This design comes from an exercise in tuning for small area and a short achievable clock period on the open sky130 flow, not from production work. At most, simulation tests tie the RTL to the original design; equivalence was not proved. No activity file was given, so power comes from the tool's default toggle rates.

Setup of quartz:
// tile_top
module tile_top (
	input  logic                                      clk,
	input  logic                                      reset,
	input  logic                                      i_run,
	input  logic                                      i_cfg_req,
	input  logic [48-1:0]                   i_cfg,
	output logic                                      o_cfg_ack,
	input  logic [4*17-1:0]    i_flit_in,
	output logic [4*17-1:0]    o_flit_out
);
	logic [51-1:0] word;
	logic word_valid;
	logic [3:0] alu_op;
	logic [16-1:0] alu_a;
	logic [16-1:0] alu_b;
	logic alu_sub;
	logic [42-1:0] alu_mcsa;
	logic [16-1:0] alu_result;
	logic res_valid;
	logic treg_we;
	logic loop_we;
	logic [4-1:0] route_alu;
	logic [4-1:0] route_treg;
	logic [4*17-1:0] pass;
	logic [17-1:0] treg;
	fetch_stage u_fetch (
		.clk          (clk),
		.reset        (reset),
		.i_run        (i_run),
		.i_cfg_req    (i_cfg_req),
		.i_cfg        (i_cfg),
		.o_cfg_ack    (o_cfg_ack),
		.i_loop_we    (loop_we),
		.i_loop       (alu_b[7:0]),
		.o_word       (word),
		.o_word_valid (word_valid)
	);
	operand_stage u_operand (
		.clk          (clk),
		.reset        (reset),
		.i_run        (i_run),
		.i_word       (word),
		.i_word_valid (word_valid),
		.i_flit_in    (i_flit_in),
		.i_treg       (treg),
		.o_op         (alu_op),
		.o_a          (alu_a),
		.o_b          (alu_b),
		.o_sub        (alu_sub),
		.o_mcsa       (alu_mcsa),
		.o_res_valid  (res_valid),
		.o_treg_we    (treg_we),
		.o_loop_we    (loop_we),
		.o_route_alu  (route_alu),
		.o_route_treg (route_treg),
		.o_pass       (pass)
	);
	tile_alu u_alu (
		.i_op     (alu_op),
		.i_a      (alu_a),
		.i_b      (alu_b),
		.i_sub    (alu_sub),
		.i_csa    (alu_mcsa),
		.o_result (alu_result)
	);
	execute_stage u_execute (
		.clk          (clk),
		.reset        (reset),
		.i_run        (i_run),
		.i_res_valid  (res_valid),
		.i_treg_we    (treg_we),
		.i_route_alu  (route_alu),
		.i_route_treg (route_treg),
		.i_pass       (pass),
		.i_result     (alu_result),
		.o_treg       (treg),
		.o_flit_out   (o_flit_out)
	);
endmodule
==> flow/config.mk <==
export PLATFORM = sky130hd
export DESIGN_NAME = tile_top
export DESIGN_NICKNAME = tile_top
export VERILOG_FILES = /design/flow/design.v
export SDC_FILE = /design/flow/constraint.sdc
export NUM_CORES = 4
export LEC_CHECK = 0
export ABC_CLOCK_PERIOD_IN_PS = 3300
export CAP_MARGIN = 20
export CORE_MARGIN = 2
export CORE_UTILIZATION = 65
export CTS_BUF_LIST = sky130_fd_sc_hd__clkbuf_8
export CTS_CLUSTER_DIAMETER = 45
export CTS_CLUSTER_SIZE = 20
export SETUP_SLACK_MARGIN = 4.2
export SLEW_MARGIN = 20
==> flow/constraint.sdc <==
create_clock -name core_clock -period 7.0 [get_ports {clk}]
set_input_delay 1.4000 -clock core_clock [delete_from_list [all_inputs] [get_ports {clk}]]
set_output_delay 1.4000 -clock core_clock [all_outputs]
set_load 0.01 [all_outputs]
standard.sh (not shown) runs the stock make flow with config.mk's settings and CLKGATE_MAP_FILE= SYNTH_SCRIPT=/design/flow/synth_recipe.tcl, a recipe that flattens the netlist after the stock synthesis.
==> flow/flow/run.sh <==
#!/bin/bash
# The standard layout, with plain buffers (not delay cells) on the ports.
set -o pipefail
export BUFFER_PORTS_ARGS="-buffer_cell sky130_fd_sc_hd__buf_1"
bash standard.sh finish > standard.log 2>&1
quartz did not stop at any stage, and its layout met the timing, DRC and antenna checks.
The following lists how maple was set up differently from quartz:
diff --git a/flow/config.mk b/flow/config.mk
--- a/flow/config.mk
+++ b/flow/config.mk
@@ -11,6 +11,6 @@
 export CORE_UTILIZATION = 65
-export CTS_BUF_LIST = sky130_fd_sc_hd__clkbuf_8
-export CTS_CLUSTER_DIAMETER = 45
-export CTS_CLUSTER_SIZE = 20
-export SETUP_SLACK_MARGIN = 4.2
+export CTS_BUF_LIST = sky130_fd_sc_hd__clkbuf_16
+export CTS_CLUSTER_DIAMETER = 50
+export CTS_CLUSTER_SIZE = 40
+export SETUP_SLACK_MARGIN = 3.7
 export SLEW_MARGIN = 20
==> run summary <==
- ~same xor/xnor cell area share of the yosys netlist in quartz and maple
- Looking at relative area change from synthesis to final layout, maple sits below quartz.
- The minimum clock period was comparable across quartz and maple.
- Against quartz, maple reports a post-route cell area that is lower.
- Row met2 routing resource usage after global routing: maple lower / quartz higher
- Diff quartz and maple: clock-pin slew of the registers on the worst-case setup and hold paths lower in maple
- Between quartz and maple, the flow reports via count decreasing slightly.
- Worst-case setup margin in the final layout: quartz vs maple, no meaningful difference
- Diff quartz -> maple: total chip power grew by about 3.6%; final wirelength dropped 5100 um.
Changes in harbor relative to maple:
diff --git a/flow/config.mk b/flow/config.mk
--- a/flow/config.mk
+++ b/flow/config.mk
@@ -7,3 +7,3 @@
 export LEC_CHECK = 0
-export ABC_CLOCK_PERIOD_IN_PS = 3300
+export ABC_AREA = 1
 export CAP_MARGIN = 20
@@ -11,5 +11,5 @@
 export CORE_UTILIZATION = 65
-export CTS_BUF_LIST = sky130_fd_sc_hd__clkbuf_16
-export CTS_CLUSTER_DIAMETER = 50
-export CTS_CLUSTER_SIZE = 40
+export CTS_BUF_LIST = sky130_fd_sc_hd__clkbuf_8
+export CTS_CLUSTER_DIAMETER = 45
+export CTS_CLUSTER_SIZE = 20
 export SETUP_SLACK_MARGIN = 3.7
Findings:
In terms of hold slack, harbor and maple differ only marginally.
Synthesized cell count: harbor vs maple up 1,032
NOTE: setup clock skew after layout in harbor exceeds that of maple
Met2 track demand over resource: harbor < maple
Per the comparison of harbor with maple, post-route standard cell area excluding fillers shows no meaningful change, standard cell area after detailed placement shows an increase of about 2.3%.
--- input diff harbor..juniper ---
diff --git a/flow/config.mk b/flow/config.mk
--- a/flow/config.mk
+++ b/flow/config.mk
@@ -7,3 +7,3 @@
 export LEC_CHECK = 0
-export ABC_AREA = 1
+export ABC_CLOCK_PERIOD_IN_PS = 3300
 export CAP_MARGIN = 20
## What came out
juniper went all the way through the flow, and no timing, DRC or antenna check failed.
Per the comparison of juniper with harbor, worst ir drop on vdd went down by 1.5%, clock network fraction of total power climbed 0.2 points, post-route standard cell area excluding fillers down about 1.5%.
harbor was routed with more vias than juniper.
The area taken by flip-flops and latches of harbor and that of juniper are within noise of each other.
juniper reports its end point of the critical path as u_operand.o_mcsa[21] while harbor reports u_execute.o_treg[15].
The lower final critical-path required period came out of juniper.
The detailed-route wire length reported for juniper is greater than that of harbor by 2.1%.
Comparing harbor and juniper, the higher die outline area is on harbor.
met2 track demand over resource, harbor and juniper, higher one = harbor.
Setup changes, juniper to indigo
==> flow/flow/run.sh <==
#!/bin/bash
# The standard layout, with plain buffers (not delay cells) on the ports.
set -o pipefail
export BUFFER_PORTS_ARGS="-buffer_cell sky130_fd_sc_hd__buf_2"
bash standard.sh finish > standard.log 2>&1
diff --git a/flow/config.mk b/flow/config.mk
--- a/flow/config.mk
+++ b/flow/config.mk
@@ -10,6 +10,5 @@
 export CORE_MARGIN = 2
-export CORE_UTILIZATION = 65
+export CORE_UTILIZATION = 55
 export CTS_BUF_LIST = sky130_fd_sc_hd__clkbuf_8
-export CTS_CLUSTER_DIAMETER = 45
-export CTS_CLUSTER_SIZE = 20
+export CTS_CLUSTER_SIZE = 30
 export SETUP_SLACK_MARGIN = 3.7
Notes after the runs:
indigo completed; timing, DRC and antenna clean. indigo — multi-input logic portion of the cell area 0.42 points lower, juniper as reference. Re net total in the final layout: indigo is 39 up on juniper. Per the comparison of indigo with juniper, area of the die now sits higher, total number of vias now sits lower, total wire length after detailed routing now sits higher, met3 routing resource usage after global routing now sits lower, proportion of power drawn by flip-flops and latches now sits lower. Compared with juniper, indigo shows power higher by about 2%. indigo vs. juniper: core region area grew by 13,000 um^2, cell count of the worst reg-to-reg path lower, final worst-path setup slack down 0.011 ns.

========
Starting RTL as in the previous note.
Settings: LEC_CHECK=0, ABC_CLOCK_PERIOD_IN_PS=3300, CAP_MARGIN=20, CORE_MARGIN=2, CORE_UTILIZATION=65, CTS_BUF_LIST=sky130_fd_sc_hd__clkbuf_8, CTS_CLUSTER_DIAMETER=45, CTS_CLUSTER_SIZE=20, SETUP_SLACK_MARGIN=3.45, SLEW_MARGIN=20; clock period 7.0 ns.
==> flow/flow/run.sh <==
#!/bin/bash
# The standard layout, with plain buffers (not delay cells) on the ports.
set -o pipefail
export BUFFER_PORTS_ARGS="-buffer_cell sky130_fd_sc_hd__buf_1"
bash standard.sh finish > standard.log 2>&1
Then changed:
ABC_CLOCK_PERIOD_IN_PS = 2500   (was 3300)
SETUP_SLACK_MARGIN = 3.7   (was 3.45)
=> Hold slack improved by 0.0038 ns. Count of clock-buffer cells in the layout stays the same. Sequential cell count stays the same. Combinational power goes up by 15%. Die area is unchanged. Global-route usage climbs by 1.4 points.

========
== north ==
Another version of the RTL of tile_top (not shown whole).
Size: roughly 3200 cells after synthesis, roughly 910 flip-flops, ~46000 um2 of cells after synthesis.
Design tile_top, start of the top module:
module tile_top (
	input  logic                                      clk,
	input  logic                                      reset,
	input  logic                                      i_run,
	input  logic                                      i_cfg_req,
	input  logic [48-1:0]                   i_cfg,
	output logic                                      o_cfg_ack,
	input  logic [4*17-1:0]    i_flit_in,
	output logic [4*17-1:0]    o_flit_out
);
	logic [41-1:0] word;
	logic word_valid;
	logic [3:0] alu_op;
	logic [16-1:0] alu_a;
	logic [16-1:0] alu_b;
	logic [16-1:0] alu_result;
	logic res_valid;
	logic treg_we;
	logic loop_we;
	logic [4-1:0] route_alu;
	logic [4-1:0] route_treg;
	logic [4*17-1:0] pass;
	logic [17-1:0] treg;
	fetch_stage u_fetch (
		.clk          (clk),
		.reset        (reset),
		.i_run        (i_run),
		.i_cfg_req    (i_cfg_req),
		.i_cfg        (i_cfg),
		.o_cfg_ack    (o_cfg_ack),
		.i_loop_we    (loop_we),
		.i_loop       (alu_b[7:0]),
		.o_word       (word),
		.o_word_valid (word_valid)
	);
	operand_stage u_operand (
		.clk          (clk),
		.reset        (reset),
		.i_run        (i_run),
		.i_word       (word),
		.i_word_valid (word_valid),
		.i_flit_in    (i_flit_in),
		.i_treg       (treg),
  ...
==> flow/config.mk <==
export PLATFORM = sky130hd
export DESIGN_NAME = tile_top
export DESIGN_NICKNAME = tile_top
export VERILOG_FILES = /design/flow/design.v
export SDC_FILE = /design/flow/constraint.sdc
export NUM_CORES = 4
export LEC_CHECK = 0
export ABC_CLOCK_PERIOD_IN_PS = 3500
export CAP_MARGIN = 20
export CORE_MARGIN = 2
export CORE_UTILIZATION = 40
export SETUP_SLACK_MARGIN = 3.0
export SLEW_MARGIN = 20
==> flow/constraint.sdc <==
create_clock -name core_clock -period 7.0 [get_ports {clk}]
set_input_delay 1.4000 -clock core_clock [delete_from_list [all_inputs] [get_ports {clk}]]
set_output_delay 1.4000 -clock core_clock [all_outputs]
set_load 0.01 [all_outputs]
run.sh (not shown) runs the stock make flow with config.mk's settings and CLKGATE_MAP_FILE= SYNTH_SCRIPT=/design/flow/synth_recipe.tcl, a recipe that flattens the netlist after the stock synthesis.
Stock flow here: none of the scripts above is used.
north reached the end of the flow, and the finished layout is clean on the timing, DRC and antenna checks.
Input changes introduced in south (baseline for comparison: north):
# north
export LEC_CHECK = 0
export ABC_CLOCK_PERIOD_IN_PS = 3500
export CAP_MARGIN = 20
export CORE_MARGIN = 2
export CORE_UTILIZATION = 40
export SETUP_SLACK_MARGIN = 3.0
export SLEW_MARGIN = 20
create_clock -name core_clock -period 7.0 [get_ports {clk}]
# south
export LEC_CHECK = 0
export CAP_MARGIN = 20
export CORE_MARGIN = 2
export CORE_UTILIZATION = 40
export SETUP_SLACK_MARGIN = 2.0
export SLEW_MARGIN = 20
create_clock -name core_clock -period 7.0 [get_ports {clk}]
## What came out
Relative to north, south improves final setup skew. The launch point of the worst path comes out u_operand.o_b[2]$_DFFE_PP_ in one run and u_operand.o_b[1]$_DFFE_PP_ in the other, namely in south and north respectively. The area occupied by multi-input gates reported for south is smaller than that of north by 2.8%. Power of south falls short of that of north by a few percent. Area of placed instances (south vs. north) decreases slightly. On south: worst-margin pin slew is 0.18 ns higher than what north gave.
Function was not checked in any run of this note: the RTL went through the layout flow alone.

========
Another version of the RTL of tile_top (not shown whole).
For scale: ~3200 cells after synthesis, ~1000 flip-flops, about 190 I/O pins.
Settings: LEC_CHECK=0, ABC_CLOCK_PERIOD_IN_PS=3300, CAP_MARGIN=20, CORE_MARGIN=2, CORE_UTILIZATION=65, CTS_BUF_LIST=sky130_fd_sc_hd__clkbuf_8, CTS_CLUSTER_DIAMETER=45, CTS_CLUSTER_SIZE=20, SETUP_SLACK_MARGIN=3.95, SLEW_MARGIN=20; clock period 7.0 ns.
standard.sh (not shown) runs the stock make flow with config.mk's settings and CLKGATE_MAP_FILE= SYNTH_SCRIPT=/design/flow/synth_recipe.tcl, a recipe that flattens the netlist after the stock synthesis.
Scripts as last shown in full above: flow/flow/run.sh
Edit:
--- a/flow/config.mk
+++ b/flow/config.mk
@@ -14,3 +14,3 @@
 export CTS_CLUSTER_SIZE = 20
-export SETUP_SLACK_MARGIN = 3.95
+export SETUP_SLACK_MARGIN = 3.7
 export SLEW_MARGIN = 20
Effect: The new run produced a clean layout; die area stays the same; via count falls by 1.9%; sequential power hardly moves; cell count went down by 1.8%; worst hold slack hardly moves; setup slack got worse by 81 ps; wire length fell by 4.4%; first-iteration DRC count came out lower by 6.3%; clock skew fell by 20 ps.
Function was not checked in any run of this note: the RTL went through the layout flow alone.

========
## lane 1
Another version of the RTL of tile_top (not shown whole).
Size in the first run: about 3,400 cells after synthesis, about 980 flip-flops, ~190 I/O pins, about 0.047 mm^2 of cells after synthesis.
clock: 7.0 ns
lec_check: 0
abc_clock_period_in_ps: 3300
cap_margin: 20
core_margin: 2
core_utilization: 40
setup_slack_margin: 3.7
slew_margin: 20
run.sh (not shown) runs the stock make flow with config.mk's settings and CLKGATE_MAP_FILE= SYNTH_SCRIPT=/design/flow/synth_recipe.tcl, a recipe that flattens the netlist after the stock synthesis.
Stock flow here: none of the scripts above is used.
Lane 1: flow completed, timing, DRC and antenna clean
[inputs] lane 4 vs lane 1
Settings: an added CTS_CLUSTER_SIZE of 30; an added CTS_BUF_LIST of sky130_fd_sc_hd__clkbuf_8; a change of CORE_UTILIZATION from 40 to 55.
[summary]
Lane 4: transition time at the pin with the least slew margin is 0.12 ns lower than what lane 1 reported.
Lane 4 ends up with lower initial antenna violation count than lane 1 does.
Comparing lane 1 with lane 4, the synthesized cell count came out essentially unchanged.
On share of the final layout cell area in multi-input gates: between lane 4 and lane 1, it ends up lower for lane 1.
Per the comparison of lane 4 with lane 1, switching part of the total picked up an extra 1.4 points; die area lost about 27%; number of sequential cells neither gained nor lost much; setup slack lost 0.057 ns.
NOTE layout net count lane 1->lane 4 decreased slightly
No run of this note included a check of the RTL's function; only the layout flow was run.

========
Setup of job 5421:
Another version of the RTL of tile_top (not shown whole).
Size: roughly 3300 cells after synthesis, about 950 flip-flops, ~190 I/O pins.
==> flow/design.v (excerpt) <==
module tile_top (
	input  logic                                      clk,
	input  logic                                      reset,
	input  logic                                      i_run,
	input  logic                                      i_cfg_req,
	input  logic [48-1:0]                   i_cfg,
	output logic                                      o_cfg_ack,
	input  logic [4*17-1:0]    i_flit_in,
	output logic [4*17-1:0]    o_flit_out
);
Settings: LEC_CHECK=0, ABC_CLOCK_PERIOD_IN_PS=3500, CAP_MARGIN=20, CORE_MARGIN=2, CORE_UTILIZATION=40, SETUP_SLACK_MARGIN=3.5, SLEW_MARGIN=20; clock period 7.0 ns.
Job 5421 reached the final stage; the timing, DRC and antenna checks on its layout passed.
The inputs of job 5697 differ from those of job 5421 as listed below.
diff --git a/flow/config.mk b/flow/config.mk
--- a/flow/config.mk
+++ b/flow/config.mk
@@ -8 +8 @@
-export ABC_CLOCK_PERIOD_IN_PS = 3500
+export ABC_CLOCK_PERIOD_IN_PS = 3000
@@ -12 +12 @@
-export SETUP_SLACK_MARGIN = 3.5
+export SETUP_SLACK_MARGIN = 4.0
## What came out
- STATUS HPWL after detailed placement: job 5697 wins against job 5421
- [compare] base=job 5421 new=job 5697: power was more or less identical, pin count of the biggest net entering global routing went up by 45, antenna diode count went down by 2.
- Final critical-path share of the clock period ended up 1.1 points lower on job 5697 than on job 5421.
- Xor/xnor cell area share of the yosys netlist came out exactly the same in job 5697 and job 5421.
- Worst setup slack: job 5697 > job 5421
- Delta (job 5697 minus job 5421): layout clock buffer count rose about 7%; vias after detailed routing roughly the same; register cell area after layout roughly the same.
No functional check of the RTL was part of any run of this note.

## re-timing with driven ports
Ports are ideal in the flow. The routed layouts listed here were re-timed in OpenROAD.
Step 1: set_driving_cell puts a clkbuf_16 on clk and a buf_2 on each other input, an assumption about the parent block.
Step 2, shift: input delay + t, output delay - t, t = (earliest + latest rising clock arrival at the registers) / 2. This alone moves slack from input paths to output paths.
Slacks: no drivers / after step 1 / after step 2; pairs: no drivers / after step 1.
run	shift t [ns]	setup slack, ns	hold WS [ns]	clock arrival spread, ns	worst data-port slew with drivers (ns)
quartz	0.800	3.494 / 3.510 / 2.709	0.468 / 0.468 / 0.468	0.077 / 0.077	0.10
maple	0.726	3.495 / 3.495 / 2.805	0.469 / 0.469 / 0.469	0.067 / 0.067	0.12
harbor	0.835	3.574 / 3.574 / 2.863	0.472 / 0.472 / 0.472	0.094 / 0.094	0.11
juniper	0.826	3.630 / 3.630 / 2.810	0.470 / 0.470 / 0.470	0.084 / 0.085	0.09
indigo	0.877	3.620 / 3.620 / 2.767	0.463 / 0.463 / 0.463	0.043 / 0.043	0.09
the first run of note 2	0.798	3.462 / 3.457 / 2.661	0.466 / 0.466 / 0.466	0.080 / 0.079	0.08
the second run of note 2	0.826	3.630 / 3.630 / 2.810	0.470 / 0.470 / 0.470	0.084 / 0.085	0.09
north	0.730	2.050 / 2.050 / 2.050	0.461 / 0.461 / 0.461	0.055 / 0.055	0.16
south	0.720	1.898 / 1.898 / 1.898	0.465 / 0.465 / 0.465	0.046 / 0.046	0.19
the first run of note 4	0.817	3.575 / 3.575 / 2.868	0.467 / 0.467 / 0.467	0.089 / 0.089	0.12
the second run of note 4	0.814	3.494 / 3.494 / 2.837	0.466 / 0.466 / 0.466	0.076 / 0.076	0.10
lane 1	0.762	3.456 / 3.456 / 2.746	0.465 / 0.465 / 0.465	0.055 / 0.055	0.18
lane 4	0.901	3.399 / 3.399 / 2.622	0.468 / 0.468 / 0.468	0.053 / 0.053	0.11
job 5421	0.738	3.074 / 3.080 / 2.341	0.462 / 0.462 / 0.462	0.038 / 0.039	0.12
job 5697	0.729	3.148 / 3.165 / 2.436	0.470 / 0.470 / 0.470	0.066 / 0.066	0.14
After both steps setup and hold are still met in every run listed. The setup slack of indigo, which loses most, moves by 0.000 ns with the drivers and by -0.853 ns with both steps.
